From an optimization exercise on the open Yosys and OpenROAD flow, aimed at small area and few clock cycles; shortcuts taken in it are not production practice. In this exercise RTL edits were held to simulation tests only and were not proved equivalent to the original. Power figures rest on the tool's default switching activity, not on a simulated workload.

==> flow/design.v <==
package pgh_pkg;
  localparam int CFG_IDX_W = 4;
  typedef logic [CFG_IDX_W-1:0] cfg_idx_t;
  localparam cfg_idx_t REG_ORIGIN_X   = 4'd0;
  localparam cfg_idx_t REG_ORIGIN_Y   = 4'd1;
  localparam cfg_idx_t REG_ORIGIN_Z   = 4'd2;
  localparam cfg_idx_t REG_INV_CELL_X = 4'd3;
  localparam cfg_idx_t REG_INV_CELL_Y = 4'd4;
  localparam cfg_idx_t REG_INV_CELL_Z = 4'd5;
  localparam cfg_idx_t REG_AXIS_BITS  = 4'd6;
  localparam cfg_idx_t REG_TIME_STEP  = 4'd7;
  localparam logic [31:0] INV_CELL_RESET = 32'h0001_0000;
  localparam logic [31:0] DEAD_FLAG = 32'h8000_0000;
  typedef struct packed {
    logic [31:0] origin_x;
    logic [31:0] origin_y;
    logic [31:0] origin_z;
    logic [31:0] inv_cell_x;
    logic [31:0] inv_cell_y;
    logic [31:0] inv_cell_z;
    logic [11:0] axis_bits;
    logic [30:0] time_step;
  } cfg_regs_t;
  typedef struct packed {
    logic s1;
    logic s2;
    logic s3;
    logic s4;
  } stage_en_t;
  function automatic logic [3:0] sat_axis_bits(input logic [3:0] field,
                                               input logic [3:0] limit);
    sat_axis_bits = (field > limit) ? limit : field;
  endfunction
endpackage
module pgh_cfg (
  input  logic                clk,
  input  logic                rst,
  input  logic                cfg_valid,
  output logic                cfg_ready,
  input  pgh_pkg::cfg_idx_t   cfg_index,
  input  logic [31:0]         cfg_data,
  output pgh_pkg::cfg_regs_t  regs
);
  assign cfg_ready = 1'b1;
  always_ff @(posedge clk) begin
    if (rst) begin
      regs.origin_x   <= '0;
      regs.origin_y   <= '0;
      regs.origin_z   <= '0;
      regs.inv_cell_x <= pgh_pkg::INV_CELL_RESET;
      regs.inv_cell_y <= pgh_pkg::INV_CELL_RESET;
      regs.inv_cell_z <= pgh_pkg::INV_CELL_RESET;
      regs.axis_bits  <= '0;
      regs.time_step  <= '0;
    end else if (cfg_valid && cfg_ready) begin
      case (cfg_index)
        pgh_pkg::REG_ORIGIN_X:   regs.origin_x   <= cfg_data;
        pgh_pkg::REG_ORIGIN_Y:   regs.origin_y   <= cfg_data;
        pgh_pkg::REG_ORIGIN_Z:   regs.origin_z   <= cfg_data;
        pgh_pkg::REG_INV_CELL_X: regs.inv_cell_x <= cfg_data;
        pgh_pkg::REG_INV_CELL_Y: regs.inv_cell_y <= cfg_data;
        pgh_pkg::REG_INV_CELL_Z: regs.inv_cell_z <= cfg_data;
        pgh_pkg::REG_AXIS_BITS:  regs.axis_bits  <= cfg_data[11:0];
        pgh_pkg::REG_TIME_STEP:  regs.time_step  <= cfg_data[30:0];
        default: begin
        end
      endcase
    end
  end
endmodule
module pgh_axis #(
  parameter int FRAC_BITS     = 16,
  parameter int MAX_AXIS_BITS = 10
) (
  input  logic                      clk,
  input  pgh_pkg::stage_en_t        en,
  input  logic [31:0]               pos,
  input  logic [31:0]               origin,
  input  logic [31:0]               inv,
  input  logic [3:0]                bits,
  output logic [MAX_AXIS_BITS-1:0]  coord
);
  localparam int SHIFT = 2 * FRAC_BITS;
  logic [32:0]              diff;
  logic                     positive;
  logic [31:0]              mag;
  logic [63:0]              prod_next;
  logic [63:0]              prod;
  logic [63:0]              quot;
  logic [63:0]              above;
  logic [MAX_AXIS_BITS-1:0] cell_pow;
  logic [MAX_AXIS_BITS-1:0] max_cell;
  logic [MAX_AXIS_BITS-1:0] coord_next;
  assign diff     = {pos[31], pos} - {origin[31], origin};
  assign positive = !diff[32] && (diff[31:0] != 32'd0);
  always_ff @(posedge clk) begin
    if (en.s1) begin
      mag <= positive ? diff[31:0] : 32'd0;
    end
  end
  assign prod_next = 64'(mag) * 64'(inv);
  always_ff @(posedge clk) begin
    if (en.s2) begin
      prod <= prod_next;
    end
  end
  assign quot       = prod >> SHIFT;
  assign above      = quot >> bits;
  assign cell_pow   = MAX_AXIS_BITS'(1) << bits;
  assign max_cell   = cell_pow - MAX_AXIS_BITS'(1);
  assign coord_next = (above != 64'd0) ? max_cell : quot[MAX_AXIS_BITS-1:0];
  always_ff @(posedge clk) begin
    if (en.s3) begin
      coord <= coord_next;
    end
  end
endmodule
module pgh_pack #(
  parameter int MAX_AXIS_BITS = 10
) (
  input  logic                      clk,
  input  logic                      en,
  input  logic [MAX_AXIS_BITS-1:0]  cx,
  input  logic [MAX_AXIS_BITS-1:0]  cy,
  input  logic [MAX_AXIS_BITS-1:0]  cz,
  input  logic [3:0]                bx,
  input  logic [3:0]                bz,
  input  logic [30:0]               life,
  input  logic                      dead,
  output logic [31:0]               cell_hash,
  output logic [30:0]               life_out
);
  logic [4:0]  y_shift;
  logic [31:0] packed_cell;
  assign y_shift     = 5'(bx) + 5'(bz);
  assign packed_cell = 32'(cx) | (32'(cz) << bx) | (32'(cy) << y_shift);
  always_ff @(posedge clk) begin
    if (en) begin
      cell_hash <= dead ? (packed_cell | pgh_pkg::DEAD_FLAG) : packed_cell;
      life_out  <= life;
    end
  end
endmodule
module particle_grid_hash #(
  parameter int FRAC_BITS     = 16,
  parameter int MAX_AXIS_BITS = 10
) (
  input  logic                     clk,
  input  logic                     rst,
  input  logic                     pcl_valid,
  output logic                     pcl_stall,
  input  logic [31:0]              pos_x,
  input  logic [31:0]              pos_y,
  input  logic [31:0]              pos_z,
  input  logic [31:0]              life_in,
  output logic                     hash_valid,
  input  logic                     hash_stall,
  output logic [31:0]              cell_hash,
  output logic [30:0]              life_out,
  input  logic                     cfg_valid,
  output logic                     cfg_ready,
  input  pgh_pkg::cfg_idx_t        cfg_index,
  input  logic [31:0]              cfg_data
);
  pgh_pkg::cfg_regs_t       regs;
  pgh_pkg::stage_en_t       en;
  logic                     v1, v2, v3, v4;
  logic                     rdy1, rdy2, rdy3, rdy4;
  logic [3:0]               bx, by, bz;
  logic [32:0]              life_diff;
  logic [30:0]              life_next;
  logic [30:0]              life1, life2, life3;
  logic                     dead1, dead2, dead3;
  logic [MAX_AXIS_BITS-1:0] cx, cy, cz;
  pgh_cfg u_cfg (
    .clk       (clk),
    .rst       (rst),
    .cfg_valid (cfg_valid),
    .cfg_ready (cfg_ready),
    .cfg_index (cfg_index),
    .cfg_data  (cfg_data),
    .regs      (regs)
  );
  assign bx = pgh_pkg::sat_axis_bits(regs.axis_bits[3:0],  4'(MAX_AXIS_BITS));
  assign bz = pgh_pkg::sat_axis_bits(regs.axis_bits[7:4],  4'(MAX_AXIS_BITS));
  assign by = pgh_pkg::sat_axis_bits(regs.axis_bits[11:8], 4'(MAX_AXIS_BITS));
  assign rdy4 = !v4 || !hash_stall;
  assign rdy3 = !v3 || rdy4;
  assign rdy2 = !v2 || rdy3;
  assign rdy1 = !v1 || rdy2;
  assign en.s1 = rdy1;
  assign en.s2 = rdy2;
  assign en.s3 = rdy3;
  assign en.s4 = rdy4;
  assign pcl_stall  = !rdy1;
  assign hash_valid = v4;
  always_ff @(posedge clk) begin
    if (rst) begin
      v1 <= 1'b0;
      v2 <= 1'b0;
      v3 <= 1'b0;
      v4 <= 1'b0;
    end else begin
      if (en.s1) v1 <= pcl_valid;
      if (en.s2) v2 <= v1;
      if (en.s3) v3 <= v2;
      if (en.s4) v4 <= v3;
    end
  end
  assign life_diff = {life_in[31], life_in} - {2'b00, regs.time_step};
  assign life_next = life_diff[32] ? 31'd0 : life_diff[30:0];
  always_ff @(posedge clk) begin
    if (en.s1) begin
      life1 <= life_next;
      dead1 <= (life_next == 31'd0);
    end
    if (en.s2) begin
      life2 <= life1;
      dead2 <= dead1;
    end
    if (en.s3) begin
      life3 <= life2;
      dead3 <= dead2;
    end
  end
  pgh_axis #(.FRAC_BITS(FRAC_BITS), .MAX_AXIS_BITS(MAX_AXIS_BITS)) u_axis_x (
    .clk    (clk),
    .en     (en),
    .pos    (pos_x),
    .origin (regs.origin_x),
    .inv    (regs.inv_cell_x),
    .bits   (bx),
    .coord  (cx)
  );
  pgh_axis #(.FRAC_BITS(FRAC_BITS), .MAX_AXIS_BITS(MAX_AXIS_BITS)) u_axis_y (
    .clk    (clk),
    .en     (en),
    .pos    (pos_y),
    .origin (regs.origin_y),
    .inv    (regs.inv_cell_y),
    .bits   (by),
    .coord  (cy)
  );
  pgh_axis #(.FRAC_BITS(FRAC_BITS), .MAX_AXIS_BITS(MAX_AXIS_BITS)) u_axis_z (
    .clk    (clk),
    .en     (en),
    .pos    (pos_z),
    .origin (regs.origin_z),
    .inv    (regs.inv_cell_z),
    .bits   (bz),
    .coord  (cz)
  );
  pgh_pack #(.MAX_AXIS_BITS(MAX_AXIS_BITS)) u_pack (
    .clk       (clk),
    .en        (en.s4),
    .cx        (cx),
    .cy        (cy),
    .cz        (cz),
    .bx        (bx),
    .bz        (bz),
    .life      (life3),
    .dead      (dead3),
    .cell_hash (cell_hash),
    .life_out  (life_out)
  );
endmodule
==> flow/run.sh <==
#!/bin/bash
# synth_recipe.tcl (not shown) runs the flow's synth.tcl, then flattens the netlist and writes it again
# the make line also repeats each setting of config.mk as NAME=value (left out here)
make -C /OpenROAD-flow-scripts/flow DESIGN_CONFIG=/design/flow/config.mk WORK_HOME=/design/flow/orfs CLKGATE_MAP_FILE= SYNTH_SCRIPT=/design/flow/synth_recipe.tcl finish
==> flow/config.mk <==
export PLATFORM = sky130hd
export DESIGN_NAME = particle_grid_hash
export DESIGN_NICKNAME = particle_grid_hash
export VERILOG_FILES = /design/flow/design.v
export SDC_FILE = /design/flow/constraint.sdc
export NUM_CORES = 4
export LEC_CHECK = 0
export CAP_MARGIN = 20
export CORE_MARGIN = 2
export CORE_UTILIZATION = 45
export PLACE_DENSITY = 0.6
export SLEW_MARGIN = 20
==> flow/constraint.sdc <==
create_clock -name core_clock -period 11.0 [get_ports {clk}]
set_input_delay 2.2000 -clock core_clock [delete_from_list [all_inputs] [get_ports {clk}]]
set_output_delay 2.2000 -clock core_clock [all_outputs]
set_load 0.01 [all_outputs]
==> summary.md <==
| Metric | Value |
|---|---|
| Clk pin slew, worst setup/hold paths | 60 ps |
| TritonCTS Buffers | 73 |
| CTS Hold Bufs | 0 |
| Worst setup path start | u_cfg.regs[53] |
| Global routing met3 resource utilization | 3.41% |
| First-pass GRT wire length | 603000 µm |
| Vias | 92100 |
| CP Capture Type | flop |
| Dpl hpwl | 308000 µm |
| YS warnings | 4 |
| Peak Freq | 0.108 GHz |
| Int Power | 5.31 mW |
| Number of flops mapped to enable cells by yosys | 381 |
| Slew Limit Fails | 0 |
| Share of layout cells above drive strength 1 | 3.90% |
| CP Class | reg -> reg |
| Row cnt | 195 |
| Gpl congestion | 0.940 |
| Postcts setup bufs | 0 |
| Pre-CTS setup slack | 1920 ps |
| Critical path startpoint category | flop |
| GRT busiest layer | met2 |
| Post-Synthesis Cells | 13700 |
| Vias per inst | 5.31 |
| Clock root cell | clkbuf_16 |
| Status | no timing/DRC/antenna violations |
| Met2 track demand over resource | 46.4% |
| Max-Cap Viols | 0 |
| Synth unique cells | 107 |
| Crit Reg-Reg Endpoint | u_axis_z.prod[62] |
| Critical Path AT | 9640 ps |
| Vias in the first global route | 96900 |
| WL/cell | 22.6 µm |
| Pin count of the biggest net entering global routing | 124 |
| Avg Synthesized Cell Area | 9.31 µm² |
| Layout Skew | 54.5 ps |
| Clk latency of the worst-skew pair | 690 ps |
| Met1 usage | 36.7% |
| Final #Nets | 17300 |
| Most used cell, CP | fa_1 |
| Total GRT Usage | 27.8% |
| Switching Share | 40.9% |
| PD cells | 65.9 nW/µm² |
| Final worst path period need | 9240 ps |
| Number of top-level pins | 235 |
| Die width | 536 µm |
| 1st-iter DRT viols | 6772 |
| Slowest cell on crit path | dfxtp_1 |
| DRC | 0 |
| Grt ovf | 0 |
| Top post-synthesis cells by area | fa_1 (42%), edfxtp_1 (9.0%), ha_1 (9.0%) |
| Critical path data required time | 11390 ps |
| CTS sink cnt | 620 |
| P&R area growth vs syn | 7.09% |
| Final hold vios | 0 |
| CP max stage delay | 1070 ps |
| Antenna violations before repair | 28 |
| Register bit total from synthesis | 620 |
| Slew HR | 9.86% |
| TritonRoute pass-1 iters | 5 |
| Post-synthesis cell area | 127000 µm² |
| CTS tree | yes |
| Leak | 65.9 nW |
| DRT Wirelength | 391000 µm |
| Top-area cell type share of the netlist area | 42.3% |
| Worst R2R Setup Slack | 1760 ps |
| Worst Hold Class | reg -> reg |
| Commonest non-fill, non-tap cell in the layout | inv_1 |
| Synth area leader | fa_1 |
| End of the critical path | u_axis_z.prod[62] |
| Register area share after synthesis | 12.8% |
| H-tree levels | 3 |
| R2R Path Start | u_cfg.regs[53] |
| Die area | 287000 µm² |
| FF-to-FF path depth | 29 |
| Worst Tran Pin Value | 1350 ps |
| Synth Flop Type | edfxtp_1 |
| Core footprint | 282000 µm² |
| Logic gate share of total power | 36.5% |
| Antenna Nets Post-Route | 0 |
| I/O Buffers | 233 |
| Async set-or-reset flop fraction in the synthesized netlist | 0% |
| Cts repair resizes | 0 |
| Syn_nets | 17400 |
| Max clock buf depth | 3 |
| Max FO, Critical Path | 20 |
| Final worst slack | 1760 ps |
| Psw | 3.67 mW |
| Commonest cells after routing, fill and taps aside | inv_1 (2789), fa_1 (2690), nand2_1 (1909) |
| VDD IR max | 0.117 mV |
| Clock Power Share | 28.9% |
| RSZ-0062 raised after global routing | no |
| Starting Density | 45.2% |
| Count of final setup violators | 0 |
| Die Span Y | 536 µm |
| Setup TNS | 0 ps |
| Fin crit share | 84.0% |
| Sequential Power Share | 34.6% |
==> critical path: cells and delay by family (launching register included) <==
| kind | cells | cell delay [ps] |
|---|---|---|
| AOI/OAI and AO/OA | 6 | 2060 |
| adders and majority gates | 9 | 4090 |
| buffers and inverters | 8 | 730 |
| DFF | 1 | 1070 |
| and+or+nand+nor | 6 | 1030 |
==> cell type report <==
cell class	count	area [µm²]
well taps	3743	4680
flip-flops and latches	620	16200
clock buffers	86	1930
inverters	2796	10500
diodes	22	55.1
repair buffers	519	4490
clock inverters	50	627
multi-input cells	9511	97800
fillers	26800	146000
==> cells in the mapped netlist, types with 19 or more instances <==
cell type	instances
buf_2	19
and3_1	39
mux2i_1	66
nor2b_1	46
o211ai_1	21
nand2_1	1912
edfxtp_1	381
nor2_1	308
nand4_1	43
a21o_1	149
o21ai_0	164
a21oi_1	503
xor2_1	79
clkbuf_1	704
dfxtp_1	239
inv_1	2790
o21a_1	34
a2111oi_0	20
nand2b_1	33
nand3_1	66
nor3_1	83
o21bai_1	25
fa_1	2690
o31ai_1	19
a31oi_1	35
and2_1	1804
ha_1	914
xnor2_1	122
==> layer usage <==
| layer | vias up | routed length [µm] |
|---|---|---|
| met5 | - | 21 |
| met4 | 4 | 19200 |
| met2 | 3128 | 188000 |
| met1 | 47600 | 160000 |
| li1 | 40800 | - |
| met3 | 627 | 24400 |
==> stage by stage <==
stage                     hold slack, ps  power, mW  area (µm²)  instances  util, %
after floorplan                      400       4.93      127000      13700        -
after global placement               400       6.36      134000      17200     47.4
after global routing                 407       9.42      136000      17300     48.3
final                                416       8.98      136000      17300     48.4
after CTS                            403       8.99      136000      17300     48.3
after detailed placement             405       6.36      134000      17200     47.4
==> power by group through the flow <==
stage | Clock, mW | Combinational [mW] | Sequential, mW
global route | 2.71 | 3.60 | 3.11
finish | 2.60 | 3.28 | 3.11
global placement | 0 | 3.23 | 3.13
CTS | 2.64 | 3.26 | 3.09
floorplan | 0 | 2.06 | 2.86
detailed placement | 0 | 3.23 | 3.13
==> how the worst min path moves through the flow <==
stage / start / cells past startpoint / end / slack [ps]
2_1_floorplan: dead1 / 0 / dead2 / 400
3_3_place_gp: life1[26] / 0 / life2[26] / 400
3_5_place_dp: life1[17] / 0 / life2[17] / 400
4_1_cts: life2[24] / 0 / life3[24] / 400
5_1_grt: life2[24] / 0 / life3[24] / 410
6_report: life1[27] / 0 / life2[27] / 420
==> logic make-up after synthesis <==
| logic type | synth area share [%] |
|---|---|
| adder cells (fa/ha/maj) | 51.3 |
| AO/OA/AOI/OAI | 5.81 |
| XOR/XNOR | 1.38 |
| buffers and inverters | 10.5 |
| other | 0.00295 |
| flip-flops | 12.8 |
| AND/OR/NAND/NOR | 17.5 |
| multiplexers | 0.805 |
==> state kept, by name, summed over array words and instances (netlist names), 31 cells and up <==
register          cells
u_cfg.regs          235
u_axis_x.mag         32
u_axis_x.prod        32
u_axis_y.mag         32
u_axis_y.prod        32
u_axis_z.mag         32
u_axis_z.prod        32
u_pack.cell_hash     32
life1                31
life2                31
life3                31
u_pack.life_out      31
Testbench counts, summed over its fixed seeds: cycles 16,032.

-- static timing again, ports no longer ideal --
The flow's constraints put no driver on any port. The routed layout listed below was extracted and timed again, unchanged, in two steps.
Step 1 (the two cells are an assumption about what drives the block):
set clk [get_ports {clk}]
set_driving_cell -lib_cell sky130_fd_sc_hd__clkbuf_16 $clk
set_driving_cell -lib_cell sky130_fd_sc_hd__buf_2 [delete_from_list [all_inputs] $clk]
Step 2, shift: input delay + t, output delay - t, t = (earliest + latest rising clock arrival at the registers) / 2. This alone moves slack from input paths to output paths.
Three values: ideal ports, drivers, drivers and shift; two values: the first two.
shift t [ns]: 0.764
setup WS [ns]: 1.758 / 1.758 / 1.758
worst slew at a driven data input, ns: 0.24
After both steps this run still meets setup and hold. For this run, drivers alone change the setup slack by 0.000 ns; drivers and shift together by 0.000 ns.
